This design comes from an exercise in tuning for small area on the open sky130 flow, not from production work. Function was checked by simulation only, so behaviour that the tests miss may differ from the original. Power is estimated from default activity; no workload was simulated.

## before
==> flow/design.v <==
package risc_pkg;
  localparam int NREG = 16;
  localparam logic [3:0] RA_IDX = 4'd15;
  typedef enum logic [4:0] {
    OP_ADD  = 5'd0,
    OP_SUB  = 5'd1,
    OP_MUL  = 5'd2,
    OP_DIV  = 5'd3,
    OP_MOD  = 5'd4,
    OP_CMP  = 5'd5,
    OP_AND  = 5'd6,
    OP_OR   = 5'd7,
    OP_NOT  = 5'd8,
    OP_MOV  = 5'd9,
    OP_LSL  = 5'd10,
    OP_LSR  = 5'd11,
    OP_ASR  = 5'd12,
    OP_NOP  = 5'd13,
    OP_LD   = 5'd14,
    OP_ST   = 5'd15,
    OP_BEQ  = 5'd16,
    OP_BGT  = 5'd17,
    OP_B    = 5'd18,
    OP_CALL = 5'd19,
    OP_RET  = 5'd20
  } opcode_e;
  typedef enum logic [1:0] {
    MOD_SEXT  = 2'b00,
    MOD_ZEXT  = 2'b01,
    MOD_HIGH  = 2'b10,
    MOD_SEXT2 = 2'b11
  } imm_mod_e;
  localparam int OPC_HI = 31;
  localparam int OPC_LO = 27;
  localparam int I_BIT  = 26;
  localparam int RD_HI  = 25;
  localparam int RD_LO  = 22;
  localparam int RS1_HI = 21;
  localparam int RS1_LO = 18;
  localparam int RS2_HI = 17;
  localparam int RS2_LO = 14;
  localparam int IMM_HI = 17;
  localparam int OFF_HI = 26;
  localparam logic [31:0] NOP_WORD = {OP_NOP, 27'd0};
endpackage
import risc_pkg::*;
module rf_aoi222 (
  input  logic a1, a2, b1, b2, c1, c2,
  output logic y
);
  assign y = ~((a1 & a2) | (b1 & b2) | (c1 & c2));
endmodule
module rf_and4 (
  input  logic a, b, c, d,
  output logic y
);
  assign y = a & b & c & d;
endmodule
module rf_nand2 (
  input  logic a, b,
  output logic y
);
  assign y = ~(a & b);
endmodule
module rf_and3 (
  input  logic a, b, c,
  output logic y
);
  assign y = a & b & c;
endmodule
module rf_nand4 (
  input  logic a, b, c, d,
  output logic y
);
  assign y = ~(a & b & c & d);
endmodule
module rf_bit16x (
  input  logic [15:0] d,
  input  logic [15:0] s,
  input  logic        x_n,
  output logic        o
);
  logic [5:0] n;
  logic       m;
  for (genvar g = 0; g < 5; g++) begin : g_aoi
    rf_aoi222 u (.a1(d[3*g]), .a2(s[3*g]), .b1(d[3*g+1]), .b2(s[3*g+1]),
                 .c1(d[3*g+2]), .c2(s[3*g+2]), .y(n[g]));
  end
  rf_nand2 u_last (.a(d[15]), .b(s[15]), .y(n[5]));
  rf_and4  u_m    (.a(n[0]), .b(n[1]), .c(n[2]), .d(x_n), .y(m));
  rf_nand4 u_o    (.a(m), .b(n[3]), .c(n[4]), .d(n[5]), .y(o));
endmodule
module rf_bit16 (
  input  logic [15:0] d,
  input  logic [15:0] s,
  output logic        o
);
  logic [5:0] n;
  logic       m;
  for (genvar g = 0; g < 5; g++) begin : g_aoi
    rf_aoi222 u (.a1(d[3*g]), .a2(s[3*g]), .b1(d[3*g+1]), .b2(s[3*g+1]),
                 .c1(d[3*g+2]), .c2(s[3*g+2]), .y(n[g]));
  end
  rf_nand2 u_last (.a(d[15]), .b(s[15]), .y(n[5]));
  rf_and3  u_m    (.a(n[0]), .b(n[1]), .c(n[2]), .y(m));
  rf_nand4 u_o    (.a(m), .b(n[3]), .c(n[4]), .d(n[5]), .y(o));
endmodule
module register_file
(
  input  logic [NREG-1:0][31:0] regs,
  input  logic [NREG-1:0]       sel_a,
  input  logic [NREG-1:0]       sel_b,
  input  logic [NREG-1:0]       sel_c,
  input  logic [31:0]           x_b_n,
  output logic [31:0]           rd_data_a,
  output logic [31:0]           rd_data_b,
  output logic [31:0]           rd_data_c
);
  for (genvar j = 0; j < 32; j++) begin : g_bit
    logic [NREG-1:0] col;
    for (genvar k = 0; k < NREG; k++) begin : g_col
      assign col[k] = regs[k][j];
    end
    rf_bit16  u_a (.d(col), .s(sel_a), .o(rd_data_a[j]));
    rf_bit16x u_b (.d(col), .s(sel_b), .x_n(x_b_n[j]), .o(rd_data_b[j]));
    rf_bit16  u_c (.d(col), .s(sel_c), .o(rd_data_c[j]));
  end
endmodule
import risc_pkg::*;
module bk_add #(parameter int N = 30, parameter int L = 5) (
  input  logic [N-1:0] a,
  input  logic [N-1:0] b,
  output logic [N-1:0] s
);
  logic [N-1:0] g0, p0;
  logic [N-1:0] g [2*L+1];
  logic [N-1:0] p [2*L+1];
  assign g0 = a & b;
  assign p0 = a ^ b;
  assign g[0] = g0;
  assign p[0] = p0;
  for (genvar l = 0; l < L; l++) begin : g_up
    for (genvar i = 0; i < N; i++) begin : g_i
      if ((i % (2 << l)) == (2 << l) - 1) begin : g_c
        assign g[l+1][i] = g[l][i] | (p[l][i] & g[l][i - (1 << l)]);
        assign p[l+1][i] = p[l][i] & p[l][i - (1 << l)];
      end else begin : g_p
        assign g[l+1][i] = g[l][i];
        assign p[l+1][i] = p[l][i];
      end
    end
  end
  for (genvar m = 0; m < L; m++) begin : g_dn
    localparam int l = L - 1 - m;
    for (genvar i = 0; i < N; i++) begin : g_i
      if (i >= (3 << l) - 1 && ((i - ((3 << l) - 1)) % (2 << l)) == 0) begin : g_c
        assign g[L+m+1][i] = g[L+m][i] | (p[L+m][i] & g[L+m][i - (1 << l)]);
        assign p[L+m+1][i] = p[L+m][i] & p[L+m][i - (1 << l)];
      end else begin : g_p
        assign g[L+m+1][i] = g[L+m][i];
        assign p[L+m+1][i] = p[L+m][i];
      end
    end
  end
  assign s[0] = p0[0];
  for (genvar i = 1; i < N; i++) begin : g_s
    assign s[i] = p0[i] ^ g[2*L][i-1];
  end
endmodule
module of_stage
(
  input  logic        Clk,
  input  logic        Rst_n,
  input  logic [31:0] If_pc,
  input  logic [31:0] If_instruction,
  input  logic        If_valid,
  input  logic        IsBranchTaken,
  input  logic        Rw_we,
  input  logic [3:0]  Rw_rd,
  input  logic [31:0] Rw_data,
  output logic        Stall,
  output logic        Of_valid,
  output logic [31:0] Of_pc,
  output logic [31:0] Of_instruction,
  output logic [4:0]  Of_opcode,
  output logic [3:0]  Of_rd,
  output logic [31:0] Of_op1,
  output logic [31:0] Of_op2,
  output logic [31:0] Of_store_val,
  output logic [31:0] Of_branch_target
);
  logic [NREG-1:0][31:0] regs;
  logic [31:0]           wdata;
  assign wdata = Rst_n ? Rw_data : '0;
  always_ff @(posedge Clk) begin
    for (int i = 0; i < NREG; i++) begin
      if (!Rst_n || (Rw_we && Rw_rd == 4'(i))) regs[i] <= wdata;
    end
  end
  logic [4:0]  opcode;
  logic        ibit;
  logic [3:0]  rd;
  logic [3:0]  rs1;
  logic [3:0]  rs2;
  logic        legal;
  logic        rd_rs1;
  logic        rd_rs2;
  logic        src_hit;
  logic        hazard;
  assign opcode = If_instruction[OPC_HI:OPC_LO];
  assign ibit   = If_instruction[I_BIT];
  assign rd     = If_instruction[RD_HI:RD_LO];
  assign rs1    = If_instruction[RS1_HI:RS1_LO];
  assign rs2    = If_instruction[RS2_HI:RS2_LO];
  assign legal  = (opcode <= OP_RET);
  assign rd_rs1 = ((opcode <= OP_ASR) && opcode != OP_NOT && opcode != OP_MOV) ||
                  opcode == OP_LD || opcode == OP_ST;
  assign rd_rs2 = (opcode <= OP_ASR) && !ibit;
  always_comb begin
    src_hit = 1'b0;
    if (rd_rs1 && rs1 == Of_rd)              src_hit = 1'b1;
    if (rd_rs2 && rs2 == Of_rd)              src_hit = 1'b1;
    if (opcode == OP_ST && rd == Of_rd)      src_hit = 1'b1;
    if (opcode == OP_RET && RA_IDX == Of_rd) src_hit = 1'b1;
  end
  assign hazard = Of_valid && (Of_opcode == OP_LD) && If_valid && src_hit;
  assign Stall  = hazard && !IsBranchTaken;
  logic        valid_q;
  logic [31:0] pc_q;
  logic [31:0] instr_q;
  always_ff @(posedge Clk) begin
    valid_q <= Rst_n && !IsBranchTaken && !hazard && If_valid && legal;
    pc_q    <= If_pc;
    instr_q <= If_instruction;
  end
  logic [4:0]      q_opcode;
  logic            q_ibit;
  logic [17:0]     q_imm;
  logic [3:0]      idx_a;
  logic [3:0]      idx_b;
  logic [3:0]      idx_c;
  logic [NREG-1:0] sel_a;
  logic [NREG-1:0] sel_b;
  logic [NREG-1:0] sel_c;
  logic [31:0]     imm_val;
  assign q_opcode = instr_q[OPC_HI:OPC_LO];
  assign q_ibit   = instr_q[I_BIT];
  assign q_imm    = instr_q[IMM_HI:0];
  logic q_ret;
  assign q_ret = (q_opcode == OP_RET);
  assign idx_a = instr_q[RS1_HI:RS1_LO];
  assign idx_b = instr_q[RS2_HI:RS2_LO];
  assign idx_c = instr_q[RD_HI:RD_LO];
  always_comb begin
    for (int k = 0; k < NREG; k++) begin
      sel_a[k] = (k == RA_IDX) ? (q_ret || idx_a == 4'(k)) : (!q_ret && idx_a == 4'(k));
      sel_b[k] = (idx_b == 4'(k)) && !q_ibit;
      sel_c[k] = (idx_c == 4'(k));
    end
  end
  always_comb begin
    case (q_imm[17:16])
      MOD_ZEXT: imm_val = {16'h0000, q_imm[15:0]};
      MOD_HIGH: imm_val = {q_imm[15:0], 16'h0000};
      default:  imm_val = {{16{q_imm[15]}}, q_imm[15:0]};
    endcase
  end
  register_file u_register_file (
    .regs      (regs),
    .sel_a     (sel_a),
    .sel_b     (sel_b),
    .sel_c     (sel_c),
    .x_b_n     (q_ibit ? ~imm_val : '1),
    .rd_data_a (Of_op1),
    .rd_data_b (Of_op2),
    .rd_data_c (Of_store_val)
  );
  assign Of_valid         = valid_q;
  assign Of_pc            = pc_q;
  assign Of_instruction   = instr_q;
  assign Of_opcode        = q_opcode;
  assign Of_rd            = instr_q[RD_HI:RD_LO];
  assign Of_branch_target[1:0] = pc_q[1:0];
  bk_add #(.N(30), .L(5)) u_target (
    .a (pc_q[31:2]),
    .b ({{3{instr_q[OFF_HI]}}, instr_q[OFF_HI:0]}),
    .s (Of_branch_target[31:2])
  );
endmodule
Settings: LEC_CHECK=0, CAP_MARGIN=20, CORE_MARGIN=2, CORE_UTILIZATION=45, SETUP_SLACK_MARGIN=0.3, SLEW_MARGIN=20, SYNTH_HIERARCHICAL=1, SYNTH_MINIMUM_KEEP_SIZE=0; clock period 5.0 ns.
standard.sh (not shown) runs the stock make flow with config.mk's settings and CLKGATE_MAP_FILE= SYNTH_SCRIPT=/design/flow/synth_recipe.tcl, a recipe that flattens the netlist after the stock synthesis.
==> flow/flow/run.sh <==
#!/bin/bash
# The standard layout (standard.sh: the ORFS flow and settings) with two
# changes to how the layout is made:
#  - each input and output port gets a sky130_fd_sc_hd__buf_1 as its buffer;
#  - the clock tree uses clkbuf_8 buffers under a clkbuf_16 root, with sink
#    clusters of up to 14 flip-flops and no dummy loads.
# The full output of the ORFS run is in standard.log; ORFS keeps each step's
# log under orfs/logs/.
set -euo pipefail
bash standard.sh \
  "BUFFER_PORTS_ARGS=-buffer_cell sky130_fd_sc_hd__buf_1" \
  "CTS_ARGS=-sink_clustering_enable -repair_clock_nets -dont_use_dummy_load -root_buf sky130_fd_sc_hd__clkbuf_16 -buf_list sky130_fd_sc_hd__clkbuf_8 -sink_clustering_size 14 -sink_clustering_max_diameter 60" \
  finish > standard.log 2>&1
Edits applied to the flow inputs when going from before to after:
--- a/flow/design.v
+++ b/flow/design.v
@@ -48,15 +48,15 @@
   input  logic a1, a2, b1, b2, c1, c2,
   output logic y
 );
   assign y = ~((a1 & a2) | (b1 & b2) | (c1 & c2));
 endmodule
-module rf_and4 (
-  input  logic a, b, c, d,
-  output logic y
-);
-  assign y = a & b & c & d;
+module rf_aoi21 (
+  input  logic a1, a2, b1,
+  output logic y
+);
+  assign y = ~((a1 & a2) | b1);
 endmodule
 module rf_nand2 (
   input  logic a, b,
   output logic y
 );
@@ -75,21 +75,21 @@
   assign y = ~(a & b & c & d);
 endmodule
 module rf_bit16x (
   input  logic [15:0] d,
   input  logic [15:0] s,
-  input  logic        x_n,
+  input  logic        x,
   output logic        o
 );
   logic [5:0] n;
   logic       m;
   for (genvar g = 0; g < 5; g++) begin : g_aoi
     rf_aoi222 u (.a1(d[3*g]), .a2(s[3*g]), .b1(d[3*g+1]), .b2(s[3*g+1]),
                  .c1(d[3*g+2]), .c2(s[3*g+2]), .y(n[g]));
   end
-  rf_nand2 u_last (.a(d[15]), .b(s[15]), .y(n[5]));
-  rf_and4  u_m    (.a(n[0]), .b(n[1]), .c(n[2]), .d(x_n), .y(m));
+  rf_aoi21 u_last (.a1(d[15]), .a2(s[15]), .b1(x), .y(n[5]));
+  rf_and3  u_m    (.a(n[0]), .b(n[1]), .c(n[2]), .y(m));
   rf_nand4 u_o    (.a(m), .b(n[3]), .c(n[4]), .d(n[5]), .y(o));
 endmodule
 module rf_bit16 (
   input  logic [15:0] d,
   input  logic [15:0] s,
@@ -109,22 +109,22 @@
 (
   input  logic [NREG-1:0][31:0] regs,
   input  logic [NREG-1:0]       sel_a,
   input  logic [NREG-1:0]       sel_b,
   input  logic [NREG-1:0]       sel_c,
-  input  logic [31:0]           x_b_n,
+  input  logic [31:0]           x_b,
   output logic [31:0]           rd_data_a,
   output logic [31:0]           rd_data_b,
   output logic [31:0]           rd_data_c
 );
   for (genvar j = 0; j < 32; j++) begin : g_bit
     logic [NREG-1:0] col;
     for (genvar k = 0; k < NREG; k++) begin : g_col
       assign col[k] = regs[k][j];
     end
     rf_bit16  u_a (.d(col), .s(sel_a), .o(rd_data_a[j]));
-    rf_bit16x u_b (.d(col), .s(sel_b), .x_n(x_b_n[j]), .o(rd_data_b[j]));
+    rf_bit16x u_b (.d(col), .s(sel_b), .x(x_b[j]), .o(rd_data_b[j]));
     rf_bit16  u_c (.d(col), .s(sel_c), .o(rd_data_c[j]));
   end
 endmodule
 import risc_pkg::*;
 module bk_add #(parameter int N = 30, parameter int L = 5) (
@@ -268,11 +268,11 @@
   register_file u_register_file (
     .regs      (regs),
     .sel_a     (sel_a),
     .sel_b     (sel_b),
     .sel_c     (sel_c),
-    .x_b_n     (q_ibit ? ~imm_val : '1),
+    .x_b       (q_ibit ? imm_val : '0),
     .rd_data_a (Of_op1),
     .rd_data_b (Of_op2),
     .rd_data_c (Of_store_val)
   );
   assign Of_valid         = valid_q;
## What came out
Compared with before, in after worst slew margin relative to its limit went up by 1.0 points, slew at the pin closest to its max-slew limit went down 0.014 ns, post-route total power rose 1.2%, maximum clock path buffer count did not really move. Compared with before, after has extra setup slack. Between after and before, sequential fraction of total cell area is lower for after, before comes in above that. The top layer reached by signal wires comes out met4 in one run and met5 in the other, namely in before and after respectively. Number of cells produced by synthesis essentially unchanged between before and after.

re-timing with driven ports:
How much do the figures lean on ideal ports? The routed layouts below were timed once more, with nothing changed but the port constraints.
Step 1, drivers: a clkbuf_16 drives Clk and a buf_2 each remaining input, both assumed.
Step 2 times the ports against the registers' clock, not the clock port: input delays grow and output delays shrink by t, the midpoint of the rising clock arrivals with the driver on.
Slacks: ideal ports / drivers / drivers and shift; pairs: ideal ports / drivers.
| run | shift t [ns] | setup slack, ns | cell pins on the clock port's net |
|---|---|---|---|
| before | 0.631 | 0.215 / 0.157 / 0.788 | 1 |
| after | 0.637 | 0.300 / 0.241 / 0.878 | 1 |
After both steps setup and hold are still met in every run listed.
